Context: an optimization exercise on an open-source flow, tuned for small area, a short achievable clock period and few clock cycles. The choices shown serve that exercise and are no tape-out recipe. Only simulation tests tie the RTL to the original design; equivalence was not proved. Power and IR drop assume default switching activity.

File: design/flow/design.v
`timescale 1ns/10ps
package mips_pkg;
  typedef logic [31:0] word_t;
  typedef logic [4:0]  regbits_t;
  typedef logic [15:0] imm16_t;
  typedef enum logic [5:0] {
    RTYPE = 6'b000000,
    ADDIU = 6'b001001,
    SLTI  = 6'b001010,
    SLTIU = 6'b001011,
    ANDI  = 6'b001100,
    ORI   = 6'b001101,
    XORI  = 6'b001110,
    LUI   = 6'b001111,
    HALT  = 6'b111111
  } opcode_t;
  typedef enum logic [5:0] {
    SLL  = 6'b000000,
    SRL  = 6'b000010,
    ADDU = 6'b100001,
    SUBU = 6'b100011,
    AND  = 6'b100100,
    OR   = 6'b100101,
    XOR  = 6'b100110,
    NOR  = 6'b100111,
    SLT  = 6'b101010,
    SLTU = 6'b101011
  } funct_t;
  typedef enum logic [3:0] {
    ALU_SLL,
    ALU_SRL,
    ALU_ADD,
    ALU_SUB,
    ALU_AND,
    ALU_OR,
    ALU_XOR,
    ALU_NOR,
    ALU_SLT,
    ALU_SLTU
  } aluop_t;
  typedef struct packed {
    logic  cyc;
    logic  stb;
    logic  we;
    word_t adr;
  } wb_req_t;
  typedef struct packed {
    logic  ack;
    word_t dat;
  } wb_rsp_t;
  typedef struct packed {
    word_t pc;
    word_t instr;
  } fetch_item_t;
  typedef struct packed {
    logic     valid;
    regbits_t wsel;
    word_t    wdata;
  } retire_t;
endpackage
`timescale 1ns/10ps
`timescale 1ns/10ps
`timescale 1ns/10ps
module register_file (
  input  logic        CLK,
  input  logic [31:1] we_i,
  input  logic [31:0] wdat_i,
  input  logic [31:1] sel1_i,
  input  logic [31:1] sel2_i,
  output logic [31:0] rdat1_o,
  output logic [31:0] rdat2_o
);
  logic [31:0] regs [1:31];
  always_ff @(posedge CLK) begin
    for (int i = 1; i < 32; i++) begin
      if (we_i[i]) regs[i] <= wdat_i;
    end
  end
  always_comb begin
    rdat1_o = '0;
    rdat2_o = '0;
    for (int i = 1; i < 32; i++) begin
      rdat1_o = rdat1_o | ({32{sel1_i[i]}} & regs[i]);
      rdat2_o = rdat2_o | ({32{sel2_i[i]}} & regs[i]);
    end
  end
endmodule
`timescale 1ns/10ps
module alu (
  input  logic [31:0] a_i,
  input  logic [31:0] b_i,    
  input  logic [4:0]  sh_i,
  input  logic        add_i,
  input  logic        sub_i,
  input  logic        inv_i,
  input  logic        and_i,
  input  logic        or_i,
  input  logic        xor_i,
  input  logic        nor_i,
  input  logic        slt_i,
  input  logic        sltu_i,
  input  logic        sll_i,
  input  logic        srl_i,
  output logic [31:0] out_o
);
  logic        inv;
  logic [31:0] bx, g, p, c, sum;
  logic [31:0] gg [0:5];
  logic [31:0] pp [0:5];
  logic        cout, lt, ltu;
  assign inv = inv_i;
  assign bx  = b_i;
  assign g   = a_i & bx;
  assign p   = a_i ^ bx;
  logic [32:0] full;
  assign full = {1'b0, a_i} + {1'b0, bx} + {32'b0, inv};
  assign sum  = full[31:0];
  assign cout = full[32];
  assign ltu  = !cout;
  assign lt   = p[31] ? sum[31] : a_i[31];
  logic [31:0] bs, shl;
  for (genvar i = 0; i < 32; i++) begin : g_rev
    assign bs[i] = srl_i ? b_i[31-i] : b_i[i];
  end
  assign shl = bs << sh_i;
  logic [31:0] shr;
  for (genvar i = 0; i < 32; i++) begin : g_rev_out
    assign shr[i] = shl[31-i];
  end
  assign out_o = ({32{add_i | sub_i}} & sum)
               | ({32{and_i}} & g)
               | ({32{or_i}}  & (g | p))
               | ({32{xor_i}} & p)
               | ({32{nor_i}} & ~(g | p))
               | ({32{sll_i}} & shl)
               | ({32{srl_i}} & shr)
               | {31'b0, (slt_i & lt) | (sltu_i & ltu)};
endmodule
`timescale 1ns/10ps
`timescale 1ns/10ps
module mips_core (
  input  logic              CLK,
  input  logic              nRST,
  output logic [34:0]       wb_req_o,
  input  logic [32:0]       wb_rsp_i,
  output logic [37:0]       retire_o,
  output logic              halt_o
);
  logic        ack;
  logic [31:0] dat;
  assign ack = wb_rsp_i[32];
  assign dat = wb_rsp_i[31:0];
  logic        run_q, done_q;
  logic [29:0] pc_q;
  logic        accept, halt_word;
  assign accept    = run_q && ack;
  assign halt_word = (dat[31:26] == 6'b111111);
  always_ff @(posedge CLK, negedge nRST) begin
    if (!nRST) begin
      run_q  <= 1'b0;
      done_q <= 1'b0;
      pc_q   <= '0;
    end else begin
      if (accept && halt_word) done_q <= 1'b1;
      run_q <= !(done_q || (accept && halt_word));
      if (accept) pc_q <= pc_q + 30'd1;
    end
  end
  assign wb_req_o = {run_q, run_q, 1'b0, pc_q, 2'b00};
  logic        ir_v_q;
  logic [31:0] ir_q;
  logic [31:1] sel_a_q, sel_b_q;
  logic        fa_ex_q, fa_wb_q, fb_ex_q, fb_wb_q;
  logic        ex_wr_q, ex_halt_q;
  logic [4:0]  ex_dst_q, ex_sh_q;
  logic [31:0] ex_a_q, ex_b_q;
  logic        ex_inv_q;
  logic        ex_add_q, ex_sub_q, ex_and_q, ex_or_q, ex_xor_q, ex_nor_q;
  logic        ex_slt_q, ex_sltu_q, ex_sll_q, ex_srl_q;
  logic [31:0] ex_res;
  logic        wb_v_q;
  logic [4:0]  wb_dst_q;
  logic [31:0] wb_dat_q;
  logic        ret_v_q;
  logic [4:0]  ret_dst_q;
  logic [31:0] ret_dat_q;
  logic [31:1] valid_q, valid_d;
  logic [5:0]  op, fn;
  logic [4:0]  rd_dst;
  logic [15:0] imm;
  logic        wr, use_imm, sext, is_lui, is_halt, rd_wr;
  logic        d_add, d_sub, d_and, d_or, d_xor, d_nor, d_slt, d_sltu, d_sll, d_srl;
  assign op  = ir_q[31:26];
  assign fn  = ir_q[5:0];
  assign imm = ir_q[15:0];
  always_comb begin
    use_imm = 1'b1;
    sext    = 1'b0;
    is_lui  = 1'b0;
    is_halt = (op == 6'b111111);
    wr      = 1'b1;
    {d_add, d_sub, d_and, d_or, d_xor, d_nor, d_slt, d_sltu, d_sll, d_srl} = '0;
    case (op)
      6'b000000: begin
        use_imm = 1'b0;
        case (fn)
          6'b000000: d_sll  = 1'b1;
          6'b000010: d_srl  = 1'b1;
          6'b100001: d_add  = 1'b1;
          6'b100011: d_sub  = 1'b1;
          6'b100100: d_and  = 1'b1;
          6'b100101: d_or   = 1'b1;
          6'b100110: d_xor  = 1'b1;
          6'b100111: d_nor  = 1'b1;
          6'b101010: d_slt  = 1'b1;
          6'b101011: d_sltu = 1'b1;
          default:   wr     = 1'b0;
        endcase
      end
      6'b001001: begin d_add  = 1'b1; sext = 1'b1; end
      6'b001010: begin d_slt  = 1'b1; sext = 1'b1; end
      6'b001011: begin d_sltu = 1'b1; sext = 1'b1; end
      6'b001100: d_and = 1'b1;
      6'b001101: d_or  = 1'b1;
      6'b001110: d_xor = 1'b1;
      6'b001111: begin d_or = 1'b1; is_lui = 1'b1; end
      default:   wr = 1'b0;
    endcase
  end
  assign rd_dst = (op == 6'b000000) ? ir_q[15:11] : ir_q[20:16];
  assign rd_wr  = ir_v_q && wr && (rd_dst != 5'd0);
  logic [4:0] f_rs, f_rt;
  logic [5:0] f_op;
  logic       f_no_a, f_no_b;
  assign f_op   = dat[31:26];
  assign f_rs   = dat[25:21];
  assign f_rt   = dat[20:16];
  assign f_no_a = (f_op == 6'b001111);
  assign f_no_b = (f_op != 6'b000000);
  logic [31:1] wb_we;
  for (genvar i = 1; i < 32; i++) begin : g_we
    assign wb_we[i] = wb_v_q && (wb_dst_q == 5'(i));
  end
  assign valid_d = valid_q | wb_we;
  always_ff @(posedge CLK, negedge nRST) begin
    if (!nRST) begin
      ir_v_q  <= 1'b0;
      valid_q <= '0;
    end else begin
      ir_v_q  <= accept;
      valid_q <= valid_d;
    end
  end
  logic f_a_ex, f_a_wb, f_b_ex, f_b_wb;
  assign f_a_ex = !f_no_a && rd_wr   && (rd_dst   == f_rs);
  assign f_a_wb = !f_no_a && ex_wr_q && (ex_dst_q == f_rs) && !f_a_ex;
  assign f_b_ex = !f_no_b && rd_wr   && (rd_dst   == f_rt);
  assign f_b_wb = !f_no_b && ex_wr_q && (ex_dst_q == f_rt) && !f_b_ex;
  always_ff @(posedge CLK) begin
    ir_q <= dat;
    for (int i = 1; i < 32; i++) begin
      sel_a_q[i] <= !f_no_a && (f_rs == 5'(i)) && valid_d[i] && !f_a_ex && !f_a_wb;
      sel_b_q[i] <= !f_no_b && (f_rt == 5'(i)) && valid_d[i] && !f_b_ex && !f_b_wb;
    end
    fa_ex_q <= f_a_ex;
    fa_wb_q <= f_a_wb;
    fb_ex_q <= f_b_ex;
    fb_wb_q <= f_b_wb;
  end
  logic [31:0] rf_a, rf_b, opa, opb, imm_ext;
  register_file i_register_file (
    .CLK     (CLK),
    .we_i    (wb_we),
    .wdat_i  (wb_dat_q),
    .sel1_i  (sel_a_q),
    .sel2_i  (sel_b_q),
    .rdat1_o (rf_a),
    .rdat2_o (rf_b)
  );
  assign imm_ext = is_lui ? {imm, 16'h0000} : {{16{sext & imm[15]}}, imm};
  assign opa = ({32{fa_ex_q}} & ex_res) | ({32{fa_wb_q}} & wb_dat_q) | rf_a;
  assign opb = ({32{fb_ex_q}} & ex_res) | ({32{fb_wb_q}} & wb_dat_q) | rf_b
             | ({32{use_imm}} & imm_ext);
  logic d_inv;
  assign d_inv = d_sub | d_slt | d_sltu;
  always_ff @(posedge CLK, negedge nRST) begin
    if (!nRST) begin
      ex_wr_q   <= 1'b0;
      ex_halt_q <= 1'b0;
    end else begin
      ex_wr_q   <= rd_wr;
      ex_halt_q <= (ir_v_q && is_halt) || ex_halt_q;
    end
  end
  always_ff @(posedge CLK) begin
    ex_dst_q  <= rd_dst;
    ex_sh_q   <= ir_q[10:6];
    ex_a_q    <= opa;
    ex_b_q    <= opb ^ {32{d_inv}};
    ex_inv_q  <= d_inv;
    ex_add_q  <= d_add;
    ex_sub_q  <= d_sub;
    ex_and_q  <= d_and;
    ex_or_q   <= d_or;
    ex_xor_q  <= d_xor;
    ex_nor_q  <= d_nor;
    ex_slt_q  <= d_slt;
    ex_sltu_q <= d_sltu;
    ex_sll_q  <= d_sll;
    ex_srl_q  <= d_srl;
  end
  alu i_alu (
    .a_i    (ex_a_q),
    .b_i    (ex_b_q),
    .sh_i   (ex_sh_q),
    .add_i  (ex_add_q),
    .sub_i  (ex_sub_q),
    .inv_i  (ex_inv_q),
    .and_i  (ex_and_q),
    .or_i   (ex_or_q),
    .xor_i  (ex_xor_q),
    .nor_i  (ex_nor_q),
    .slt_i  (ex_slt_q),
    .sltu_i (ex_sltu_q),
    .sll_i  (ex_sll_q),
    .srl_i  (ex_srl_q),
    .out_o  (ex_res)
  );
  logic wb_halt_q, halt_q;
  always_ff @(posedge CLK, negedge nRST) begin
    if (!nRST) begin
      wb_v_q    <= 1'b0;
      wb_halt_q <= 1'b0;
      ret_v_q   <= 1'b0;
      halt_q    <= 1'b0;
    end else begin
      wb_v_q    <= ex_wr_q;
      ret_v_q   <= wb_v_q;
      if (ex_halt_q) wb_halt_q <= 1'b1;
      if (wb_halt_q) halt_q    <= 1'b1;
    end
  end
  always_ff @(posedge CLK) begin
    wb_dst_q  <= ex_dst_q;
    wb_dat_q  <= ex_res;
    ret_dst_q <= wb_dst_q;
    ret_dat_q <= wb_dat_q;
  end
  assign retire_o = {ret_v_q, ret_dst_q, ret_dat_q};
  assign halt_o   = halt_q;
endmodule
File: design/flow/flow/run.sh
#!/bin/bash
# The standard layout (standard synthesis unchanged) with two changes:
# repair_timing aims at a larger setup margin so that it optimises the design
# below the 10 ns period, and clock tree synthesis uses clkbuf_8 clusters
# without dummy loads. Make's full output goes to standard_make.log here.
set -euo pipefail
bash standard.sh \
  SETUP_SLACK_MARGIN=7.0 \
  CTS_ARGS="-sink_clustering_enable -repair_clock_nets -dont_use_dummy_load -sink_clustering_size 25 -sink_clustering_max_diameter 70 -buf_list sky130_fd_sc_hd__clkbuf_16" \
  finish > standard_make.log 2>&1
File: design/flow/standard.sh
#!/bin/bash
# synth_recipe.tcl (not shown) runs the flow's synth.tcl, then flattens the netlist and writes it again
# the make line also repeats each setting of config.mk as NAME=value (left out here)
make -C /OpenROAD-flow-scripts/flow DESIGN_CONFIG=/design/flow/config.mk WORK_HOME=/design/flow/orfs CLKGATE_MAP_FILE= SYNTH_SCRIPT=/design/flow/synth_recipe.tcl "${@:-finish}"
File: design/flow/config.mk
export PLATFORM = sky130hd
export DESIGN_NAME = mips_core
export DESIGN_NICKNAME = mips_core
export VERILOG_FILES = /design/flow/design.v
export SDC_FILE = /design/flow/constraint.sdc
export NUM_CORES = 4
export LEC_CHECK = 0
export CAP_MARGIN = 20
export CORE_MARGIN = 2
export CORE_UTILIZATION = 65
export PLACE_DENSITY = 0.75
export SLEW_MARGIN = 20
File: design/flow/constraint.sdc
create_clock -name core_clock -period 10.0 [get_ports {CLK}]
set_input_delay 2.0000 -clock core_clock [delete_from_list [all_inputs] [get_ports {CLK}]]
set_output_delay 2.0000 -clock core_clock [all_outputs]
set_load 0.01 [all_outputs]
==> results of run 1 <==
## kinds of logic after synthesis
family / count (synthesis) / synth area share
AOI/OAI and AO/OA: 1371 / 0.188
xor gates and xnor gates: 95 / 0.0145
adders and majority gates: 67 / 0.0149
buffers and inverters: 420 / 0.0293
DFF: 1314 / 0.639
muxes: 173 / 0.0443
other: 1 / 0.0000655
and+or+nand+nor: 762 / 0.0706
## critical path: cells and delay by family (launching register included)
kind	cells	cell delay, ns
flops	1	0.49
mux	3	1.24
compound gates	4	1.39
buf+inv	1	0.19
## metrics by stage
stage / cell area [µm²] / instances / power (mW)
global placement: 60200 / 5314 / 6.60
detailed placement: 60200 / 5314 / 6.61
finish: 65300 / 5595 / 9.58
CTS: 64000 / 5497 / 9.42
global route: 65200 / 5562 / 9.72
floorplan: 57500 / 4205 / 6.39
## layout make-up
type                    count  area, µm²  share of cell area
clock buffers              66       1650              0.0253
repair inverters            1       7.51            0.000115
diodes                     34       85.1             0.00130
repair buffers            436       3800              0.0582
inverters                 118        474             0.00726
flip-flops and latches   1314      36800               0.564
multi-input cells        2471      21000               0.322
well taps                1155       1450              0.0221
## routing by layer
layer | share of wire | GRT usage | up-vias
met2 | 0.36 | 0.736 | 6925
met3 | 0.22 | 0.380 | 2320
met1 | 0.30 | 0.704 | 23747
met4 | 0.11 | 0.397 | 41
met5 | 0.0040 | 0.0741 | -
li1 | - | - | 17669
## final timing paths
| check | end | slack [ns] | cells after the start |
|---|---|---|---|
| worst max-delay path | ex_a_q[11] | 6.52 | 8 |
| worst min-delay path | ret_dst_q[2] | 0.39 | 0 |
| worst max register to register | ex_a_q[11] | 6.52 | 8 |
| worst min register to register | ret_dst_q[2] | 0.39 | 0 |
| max in group asynchronous | valid_q[8] | 7.69 | 2 |
| min in group asynchronous | pc_q[24] | 1.19 | 1 |
## state kept, by name (all words and copies together) (netlist names), 5 cells and up
signal and count:
ex_b_q 32, wb_dat_q 32, ret_dat_q 32, sel_b_q 31, ex_a_q 32, wb_dst_q 5
ex_dst_q 5, valid_q 31, i_register_file.regs 992, ret_dst_q 5, ir_q 27, pc_q 30
ex_sh_q 5, sel_a_q 31
## where the power goes
part           internal [mW]  switching (mW)
sequential              5.87          0.0951
combinational          0.323           0.426
clock                   1.19            1.68
## placed cells by master (no fill, tap or decap), types with 26 or more instances in the layout
cell	Yosys	final
sky130_fd_sc_hd__edfxtp_1	992	992
sky130_fd_sc_hd__a22oi_1	643	643
sky130_fd_sc_hd__buf_4	11	293
sky130_fd_sc_hd__a221oi_1	227	214
sky130_fd_sc_hd__a22o_1	201	201
sky130_fd_sc_hd__nand4_1	189	189
sky130_fd_sc_hd__dfxtp_1	252	119
sky130_fd_sc_hd__inv_1	115	112
sky130_fd_sc_hd__nor2_1	146	107
sky130_fd_sc_hd__dfxtp_2	0	107
sky130_fd_sc_hd__nand2_1	112	104
sky130_fd_sc_hd__nand3_1	76	72
sky130_fd_sc_hd__dfrtp_1	70	70
sky130_fd_sc_hd__clkbuf_16	0	66
sky130_fd_sc_hd__xnor2_1	73	60
sky130_fd_sc_hd__mux4_2	59	59
sky130_fd_sc_hd__mux2i_1	81	57
sky130_fd_sc_hd__nor3_1	62	50
sky130_fd_sc_hd__buf_2	11	49
sky130_fd_sc_hd__ha_1	65	48
sky130_fd_sc_hd__buf_6	6	43
sky130_fd_sc_hd__a21oi_1	67	40
sky130_fd_sc_hd__nor2_4	0	35
sky130_fd_sc_hd__diode_2	0	34
sky130_fd_sc_hd__o21ai_0	40	28
sky130_fd_sc_hd__a2111o_1	26	26
sky130_fd_sc_hd__dfxtp_4	0	26
## what timing repair did
item	CTS	global route
cloned	8	0
gates resized for setup	675	153
pin swaps	95	80
hold endpoints to repair	0	0
buffers inserted	109	63
setup endpoints to repair	249	190
==> report_table.html, run 1 <==
<table>
<tr><th>Metric</th><th>Value</th></tr>
<tr><th colspan="2">Worst setup path</th></tr>
<tr><td>Maximum cell stage delay along the critical path</td><td>0.69 ns</td></tr>
<tr><td>Arrival time worst endpoint</td><td>3.96 ns</td></tr>
<tr><td>Crit Path Category</td><td>reg2reg</td></tr>
<tr><td>R2R Path Start</td><td>ex_b_q[27]</td></tr>
<tr><td>Crit path launch</td><td>ex_b_q[27]</td></tr>
<tr><td>Worst-path fanout max</td><td>8</td></tr>
<tr><td>Critical path endpoint category</td><td>register</td></tr>
<tr><td>Data required time of the critical path</td><td>10.48 ns</td></tr>
<tr><td>List of cells traversed by the critical path</td><td>mux2_4 -&gt; mux4_2 -&gt; mux2i_4 -&gt; buf_4 -&gt; o311ai_2 -&gt; a21oi_4 -&gt; o221ai_4 -&gt; a2111o_1</td></tr>
<tr><td>Critical path startpoint category</td><td>register</td></tr>
<tr><td>Slowest cell on the critical path</td><td>sky130_fd_sc_hd__a2111o_1</td></tr>
<tr><th colspan="2">Final layout</th></tr>
<tr><td>Area grow syn2layout</td><td>14.0%</td></tr>
<tr><td>Layout net count</td><td>4,510</td></tr>
<tr><td># fillers</td><td>5,472</td></tr>
<tr><td>Fraction of the core area covered by cells at the end of the flow</td><td>0.750</td></tr>
<tr><td>Layout cells sized above 1</td><td>0.227</td></tr>
<tr><th colspan="2">Hold path</th></tr>
<tr><td>Min-delay src</td><td>wb_dst_q[2]</td></tr>
<tr><td>Hold/Removal Path Class</td><td>reg2reg</td></tr>
<tr><th colspan="2">Power</th></tr>
<tr><td>IR drop worst, VDD</td><td>194 µV</td></tr>
<tr><td>Power density relative to cell area</td><td>roughly 150 nW/µm²</td></tr>
<tr><td>Leakage dissipation</td><td>approximately 22 nW</td></tr>
<tr><th colspan="2">Timing</th></tr>
<tr><td>Unrepaired setup endpoints after global routing</td><td>yes</td></tr>
<tr><td>Final clock skew</td><td>between 0.1 and 0.15 ns</td></tr>
<tr><td>Relative max-transition margin</td><td>0.149</td></tr>
<tr><td>Peak Freq</td><td>0.287 GHz</td></tr>
<tr><td>Final Slew Violations</td><td>0</td></tr>
<tr><td>Post-layout minimum cycle time</td><td>3.48 ns</td></tr>
<tr><td>Transition at the pin with the smallest max-transition slack</td><td>approximately 1.3 ns</td></tr>
<tr><td>Final hold violation count</td><td>0</td></tr>
<tr><td>Final Worst Setup Slack</td><td>6.52 ns</td></tr>
<tr><td>Total Neg Setup Slack</td><td>0 ns</td></tr>
<tr><td>Worst hold margin</td><td>0.394 ns</td></tr>
<tr><td>Setup violators final</td><td>0</td></tr>
<tr><td>Post-route clock period utilization</td><td>0.348</td></tr>
<tr><th colspan="2">Floorplan</th></tr>
<tr><td>Die X</td><td>approximately 300 µm</td></tr>
<tr><td>Total I/O pin count</td><td>109</td></tr>
<tr><td>Row Count</td><td>roughly 110</td></tr>
<tr><td>Height of the chip</td><td>301 µm</td></tr>
<tr><td>Starting Density</td><td>0.658</td></tr>
<tr><td>Area inside the core boundary</td><td>87,000 µm²</td></tr>
<tr><td>Die area</td><td>just over 90,000 µm²</td></tr>
<tr><th colspan="2">CTS</th></tr>
<tr><td>H-tree Lvls</td><td>3</td></tr>
<tr><td>Clock Root Buffer</td><td>sky130_fd_sc_hd__clkbuf_16</td></tr>
<tr><td>CTS max path bufs</td><td>3</td></tr>
<tr><td># hold bufs at CTS</td><td>0</td></tr>
<tr><td>TritonCTS clock tree</td><td>built</td></tr>
<tr><td>Count of clock tree sinks</td><td>1,314</td></tr>
<tr><td>Clock insertion delay at the later pin of the skew report</td><td>0.68 ns</td></tr>
<tr><td>CTS clock-pin slew for the worst setup and hold paths</td><td>0.10 ns</td></tr>
<tr><td>TritonCTS buffer count</td><td>66</td></tr>
<tr><th colspan="2">Detailed routing</th></tr>
<tr><td>First drt pass iteration count</td><td>17</td></tr>
<tr><td>WL/cell</td><td>48.0 µm</td></tr>
<tr><td>Violation count after the first detailed-routing iteration</td><td>12,826</td></tr>
<tr><td>Final routed DRC violation total</td><td>0</td></tr>
<tr><td>Total number of vias</td><td>50,702</td></tr>
<tr><td>Antenna Violating Nets Remaining</td><td>0</td></tr>
<tr><td>Total wire length</td><td>about 270 mm</td></tr>
<tr><td>Avg Vias per Cell</td><td>9.06</td></tr>
<tr><th colspan="2">Logic synthesis</th></tr>
<tr><td>Most area-hungry cell type in the Yosys netlist</td><td>sky130_fd_sc_hd__edfxtp_1</td></tr>
<tr><td>Most used DFF post-synth</td><td>sky130_fd_sc_hd__edfxtp_1</td></tr>
<tr><td>Warnings, synthesis</td><td>3</td></tr>
<tr><td>Area share of the leading cell type in the synthesized netlist</td><td>0.520</td></tr>
<tr><td>Sequential cell area fraction in the yosys report</td><td>0.639</td></tr>
<tr><td>Most common cell in the synthesized netlist</td><td>sky130_fd_sc_hd__edfxtp_1</td></tr>
<tr><td>Distinct cell type count of the synthesized netlist</td><td>88</td></tr>
<tr><td>Post-synthesis sequential element count</td><td>1,314</td></tr>
<tr><td>Post-Synthesis Cells</td><td>4,203</td></tr>
<tr><td>Ys async rst share</td><td>0.0533</td></tr>
<tr><td>Number of enable-type register cells in the synthesized netlist</td><td>992</td></tr>
<tr><td>Top post-synthesis cells by area</td><td>sky130_fd_sc_hd__edfxtp_1 (52%), sky130_fd_sc_hd__dfxtp_1 (8.8%), sky130_fd_sc_hd__a22oi_1 (8.4%), sky130_fd_sc_hd__a221oi_1 (3.5%), sky130_fd_sc_hd__a22o_1 (3.1%)</td></tr>
<tr><td>List of most frequent post-synthesis cells</td><td>sky130_fd_sc_hd__edfxtp_1 (992), sky130_fd_sc_hd__a22oi_1 (643), sky130_fd_sc_hd__dfxtp_1 (252), sky130_fd_sc_hd__clkbuf_1 (248), sky130_fd_sc_hd__a221oi_1 (227)</td></tr>
<tr><td>Mapped Area</td><td>57,300 µm²</td></tr>
<tr><td>Mean instance size in the synthesized netlist</td><td>13.6 µm²</td></tr>
<tr><th colspan="2">Global route</th></tr>
<tr><td>Global route total overflow</td><td>0</td></tr>
<tr><td>Global router's overall resource usage</td><td>0.581</td></tr>
<tr><td>Antenna violations before repair</td><td>15</td></tr>
<tr><td>Via count of the first global-routing pass</td><td>45,661</td></tr>
<tr><td>First-pass GRT wire length</td><td>359 mm</td></tr>
<tr><td>Maximum number of pins on one net before global-route repair</td><td>54</td></tr>
<tr><th colspan="2">Place</th></tr>
<tr><td>Count of buffers from port buffering</td><td>105</td></tr>
<tr><td>Placer congestion estimate</td><td>1.17</td></tr>
<tr><td>Pre-CTS setup slack</td><td>5.64 ns</td></tr>
<tr><td>Detailed placer's ending HPWL</td><td>149 mm</td></tr>
<tr><th colspan="2">Status</th></tr>
<tr><td>Result of the run</td><td>complete, no violations</td></tr>
<tr><th colspan="2">Job</th></tr>
<tr><td>Number of max-cap violations</td><td>0</td></tr>
</table>
Testbench counts, summed over its fixed seeds: cycles 36,530.
==> run 2, diff against run 1 <==
--- a/design/flow/config.mk
+++ b/design/flow/config.mk
@@ -7,6 +7,6 @@
 export LEC_CHECK = 0
 export CAP_MARGIN = 20
 export CORE_MARGIN = 2
-export CORE_UTILIZATION = 65
-export PLACE_DENSITY = 0.75
+export CORE_UTILIZATION = 50
+export PLACE_DENSITY = 0.6
 export SLEW_MARGIN = 20
==> run 2 against run 1 <==
  * Register-to-register slack lost 0.098 ns
  * Via count shrank 3.5%
  * Critical path type unchanged
  * Utilization is 16 points lower
  * Die area rose by 30%
==> report_table.html, run 2 <==
<table>
<tr><th>Metric</th><th>Value</th></tr>
<tr><th colspan="2">Power</th></tr>
<tr><td>Relative contribution of combinational cells to total power</td><td>0.079</td></tr>
<tr><td>Power density relative to cell area</td><td>150 nW/µm²</td></tr>
<tr><td>Switching share of power</td><td>0.233</td></tr>
<tr><td>Power share of the sequential group</td><td>0.595</td></tr>
<tr><td>Proportion of power drawn by the clock network</td><td>0.326</td></tr>
<tr><td>Net Sw Power</td><td>2.33 mW</td></tr>
<tr><td>Cell internal pwr</td><td>~7.7 mW</td></tr>
<tr><td>IR drop worst, VDD</td><td>124 µV</td></tr>
<tr><td>Leakage dissipation</td><td>22.9 nW</td></tr>
<tr><th colspan="2">Logic synthesis</th></tr>
<tr><td>Most used DFF post-synth</td><td>sky130_fd_sc_hd__edfxtp_1</td></tr>
<tr><td>Warnings, synthesis</td><td>3</td></tr>
<tr><td>List of most frequent post-synthesis cells</td><td>sky130_fd_sc_hd__edfxtp_1 (992), sky130_fd_sc_hd__a22oi_1 (643), sky130_fd_sc_hd__dfxtp_1 (252), sky130_fd_sc_hd__clkbuf_1 (248), sky130_fd_sc_hd__a221oi_1 (227)</td></tr>
<tr><td>Post-Synthesis Cells</td><td>around 4,200</td></tr>
<tr><td>Most common cell in the synthesized netlist</td><td>sky130_fd_sc_hd__edfxtp_1</td></tr>
<tr><td>Most area-hungry cell type in the Yosys netlist</td><td>sky130_fd_sc_hd__edfxtp_1</td></tr>
<tr><td>Distinct cell type count of the synthesized netlist</td><td>88</td></tr>
<tr><td>Mean instance size in the synthesized netlist</td><td>13.6 µm²</td></tr>
<tr><td>Area share of the leading cell type in the synthesized netlist</td><td>0.520</td></tr>
<tr><td>Post-synthesis sequential element count</td><td>1,314</td></tr>
<tr><td>Ys async rst share</td><td>0.0533</td></tr>
<tr><td>Mapped Area</td><td>57,300 µm²</td></tr>
<tr><td>Sequential cell area fraction in the yosys report</td><td>0.639</td></tr>
<tr><td>Number of enable-type register cells in the synthesized netlist</td><td>a little under 1,000</td></tr>
<tr><td>Top post-synthesis cells by area</td><td>sky130_fd_sc_hd__edfxtp_1 (52%), sky130_fd_sc_hd__dfxtp_1 (8.8%), sky130_fd_sc_hd__a22oi_1 (8.4%), sky130_fd_sc_hd__a221oi_1 (3.5%), sky130_fd_sc_hd__a22o_1 (3.1%)</td></tr>
<tr><th colspan="2">Global route</th></tr>
<tr><td>Global router's overall resource usage</td><td>0.470</td></tr>
<tr><td>Antenna violations before repair</td><td>31</td></tr>
<tr><td>Via count of the first global-routing pass</td><td>around 45,000</td></tr>
<tr><td>Global route total overflow</td><td>0</td></tr>
<tr><td>First-pass GRT wire length</td><td>376 mm</td></tr>
<tr><td>Maximum number of pins on one net before global-route repair</td><td>59</td></tr>
<tr><th colspan="2">Final layout</th></tr>
<tr><td>Number of flip-flops in the largest register</td><td>992</td></tr>
<tr><td># fillers</td><td>9,000</td></tr>
<tr><td>Most common cell after layout, fill and taps aside</td><td>sky130_fd_sc_hd__edfxtp_1</td></tr>
<tr><td>Layout net count</td><td>~4,600</td></tr>
<tr><td>Commonest cells after routing, fill and taps aside</td><td>sky130_fd_sc_hd__edfxtp_1 (992), sky130_fd_sc_hd__a22oi_1 (642), sky130_fd_sc_hd__buf_4 (294), sky130_fd_sc_hd__a221oi_1 (214), sky130_fd_sc_hd__a22o_1 (201)</td></tr>
<tr><td>Cell Count, Final, Fillers Out</td><td>5,987</td></tr>
<tr><td>Area grow syn2layout</td><td>16.6%</td></tr>
<tr><td>Layout cells sized above 1</td><td>0.243</td></tr>
<tr><td>Register with the most flip-flops</td><td>i_register_file.regs</td></tr>
<tr><th colspan="2">Worst setup path</th></tr>
<tr><td>Arrival time worst endpoint</td><td>4.07 ns</td></tr>
<tr><td>Critical path startpoint category</td><td>register</td></tr>
<tr><td>Worst-path fanout max</td><td>10</td></tr>
<tr><td>Critical path endpoint category</td><td>register</td></tr>
<tr><td>Crit Path Category</td><td>reg2reg</td></tr>
<tr><td>Data required time of the critical path</td><td>10.49 ns</td></tr>
<tr><th colspan="2">CTS</th></tr>
<tr><td># hold bufs at CTS</td><td>0</td></tr>
<tr><td>TritonCTS buffer count</td><td>83</td></tr>
<tr><td>CTS clock-pin slew for the worst setup and hold paths</td><td>0.08 ns</td></tr>
<tr><td>CTS max path bufs</td><td>3</td></tr>
<tr><td>Clock Root Buffer</td><td>sky130_fd_sc_hd__clkbuf_16</td></tr>
<tr><td>H-tree Lvls</td><td>3</td></tr>
<tr><td>Count of clock tree sinks</td><td>1,314</td></tr>
<tr><td>TritonCTS clock tree</td><td>built</td></tr>
<tr><td>Clock insertion delay at the later pin of the skew report</td><td>0.75 ns</td></tr>
<tr><th colspan="2">Detailed routing</th></tr>
<tr><td>First drt pass iteration count</td><td>10</td></tr>
<tr><td>Avg Vias per Cell</td><td>slightly above 8</td></tr>
<tr><td>Total wire length</td><td>283 mm</td></tr>
<tr><td>WL/cell</td><td>around 47 µm</td></tr>
<tr><td>Violation count after the first detailed-routing iteration</td><td>slightly above 10,000</td></tr>
<tr><td>Antenna Violating Nets Remaining</td><td>0</td></tr>
<tr><td>Total number of vias</td><td>48,924</td></tr>
<tr><td>Final routed DRC violation total</td><td>0</td></tr>
<tr><th colspan="2">Timing</th></tr>
<tr><td>Transition at the pin with the smallest max-transition slack</td><td>1.26 ns</td></tr>
<tr><td>Setup violators final</td><td>0</td></tr>
<tr><td>Peak Freq</td><td>between 0.2 and 0.3 GHz</td></tr>
<tr><td>Unrepaired setup endpoints after global routing</td><td>yes</td></tr>
<tr><td>Final clock skew</td><td>0.0957 ns</td></tr>
<tr><td>Final hold violation count</td><td>0</td></tr>
<tr><td>Relative max-transition margin</td><td>0.150</td></tr>
<tr><td>Total Neg Setup Slack</td><td>0 ns</td></tr>
<tr><td>Final Slew Violations</td><td>0</td></tr>
<tr><td>Post-layout minimum cycle time</td><td>3.58 ns</td></tr>
<tr><td>Post-route clock period utilization</td><td>0.358</td></tr>
<tr><th colspan="2">Hold path</th></tr>
<tr><td>Hold/Removal Path Class</td><td>reg2reg</td></tr>
<tr><th colspan="2">Floorplan</th></tr>
<tr><td>Total I/O pin count</td><td>109</td></tr>
<tr><td>Die area</td><td>117,000 µm²</td></tr>
<tr><td>Height of the chip</td><td>342 µm</td></tr>
<tr><td>Die X</td><td>342 µm</td></tr>
<tr><td>Area inside the core boundary</td><td>about 110,000 µm²</td></tr>
<tr><td>Starting Density</td><td>0.502</td></tr>
<tr><td>Row Count</td><td>124</td></tr>
<tr><th colspan="2">Status</th></tr>
<tr><td>Result of the run</td><td>complete, no violations</td></tr>
<tr><th colspan="2">Place</th></tr>
<tr><td>Count of buffers from port buffering</td><td>105</td></tr>
<tr><td>Number of cells after detailed placement</td><td>5,676</td></tr>
<tr><td>Placer congestion estimate</td><td>0.995</td></tr>
<tr><td>Detailed placer's ending HPWL</td><td>153 mm</td></tr>
<tr><th colspan="2">Job</th></tr>
<tr><td>Number of max-cap violations</td><td>0</td></tr>
</table>
==> run 2: changes by cell type in the layout (fill, tap and decap cells not counted), sizes merged <==
cell and delta:
buf +28, bufbuf -1, clkbuf +19, clkdlybuf4s15 +2
clkinv +1, clkinvlp +2, diode -12, dlygate4sd2 -1
inv -3
==> run 2: cell families after synthesis <==
group                    synth area share
AO/OA/AOI/OAI                       0.188
buffers and inverters              0.0293
other                           0.0000655
multiplexers                       0.0443
adder cells (fa/ha/maj)            0.0149
XOR/XNOR                           0.0145
flip-flops                          0.639
AND/OR/NAND/NOR                    0.0706
==> run 2: critical path: stages, from the launching register on <==
cell and delay, ns:
sky130_fd_sc_hd__dfxtp_2 0.42, sky130_fd_sc_hd__inv_1 0.06, sky130_fd_sc_hd__ha_1 0.38, sky130_fd_sc_hd__a21oi_1 0.17, sky130_fd_sc_hd__o21ai_0 0.16, sky130_fd_sc_hd__a211o_2 0.42, sky130_fd_sc_hd__a21oi_4 0.25, sky130_fd_sc_hd__a2bb2oi_4 0.17
sky130_fd_sc_hd__buf_4 0.13, sky130_fd_sc_hd__nor4b_1 0.04, sky130_fd_sc_hd__or3_4 0.52, sky130_fd_sc_hd__a2111o_2 0.66
==> run 2: power groups by stage <==
stage | clock (mW) | sequential (mW) | combinational (mW)
6_report | 3.27 | 5.96 | 0.792
5_1_grt | 3.43 | 5.96 | 0.819
2_1_floorplan | 0 | 6.05 | 0.335
3_5_place_dp | 0 | 6.08 | 0.551
3_3_place_gp | 0 | 6.08 | 0.553
4_1_cts | 3.24 | 5.95 | 0.704
==> run 2: cell type report <==
class	instances	area, µm²	share of cell area
repair inverters	1	7.51	0.000112
clock buffers	83	2080	0.0311
flip-flops and latches	1314	36800	0.551
well taps	1512	1890	0.0283
multi-input cells	2471	21300	0.319
diodes	22	55.1	0.000824
inverters	118	465	0.00697
repair buffers	466	4160	0.0622
==> run 2: metrics by stage <==
step	setup slack [ns]	instance area (µm²)	power, mW	hold WS, ns	utilization
after floorplan	6.56	57500	6.39	0.351	-
after global placement	5.54	60700	6.63	0.394	0.532
after detailed placement	5.51	60700	6.63	0.399	0.532
after CTS	6.56	65700	9.89	0.368	0.576
after global routing	6.39	66700	10.2	0.376	0.585
final	6.42	66800	10.0	0.373	0.586
==> run 2: repair_timing <==
item                                    4_1_cts  5_1_grt
pin swaps                                   145       98
endpoints found under the setup margin      251      187
buffers inserted                            133       60
resized for setup                           765      129
gates cloned                                 10        3
==> run 2: final timing paths <==
check	startpoint	end	slack, ns	depth (start not counted)
max in group asynchronous	nRST	wb_v_q	7.72	2
hold reg to reg	wb_dst_q[1]	ret_dst_q[1]	0.37	0
hold / removal	wb_dst_q[1]	ret_dst_q[1]	0.37	0
setup reg to reg	ex_b_q[7]	ex_a_q[20]	6.42	11
min in group asynchronous	nRST	pc_q[19]	1.11	1
setup / recovery	ex_b_q[7]	ex_a_q[20]	6.42	11
==> run 2: layer usage <==
metal / global-route usage / vias up / share of wire
li1: - / 17752 / -
met4: 0.328 / 46 / 0.097
met1: 0.572 / 23648 / 0.32
met2: 0.656 / 5659 / 0.40
met3: 0.222 / 1819 / 0.18
met5: 0.0184 / - / 0.0023

re-timing with driven ports:
No port has a modelled driver above. Below, the same layouts with a new extraction and two added sets of constraints.
Step 1 assumes that a clkbuf_16 drives the clock port and a buf_2 every other input.
Step 2, shift: input delay + t, output delay - t, t = (earliest + latest rising clock arrival at the registers) / 2. This alone moves slack from input paths to output paths.
a / b / c = ideal / step 1 / step 2; a / b = the first two.
run	shift t [ns]	setup WS [ns]	worst slew at a driven data input, ns
run 1	0.698	6.520 / 6.520 / 6.362	0.08
run 2	0.788	6.422 / 6.422 / 6.277	0.06
After both steps every run listed still meets setup and hold. For run 1, which loses most, drivers alone change the setup slack by 0.000 ns; drivers and shift together by -0.158 ns.
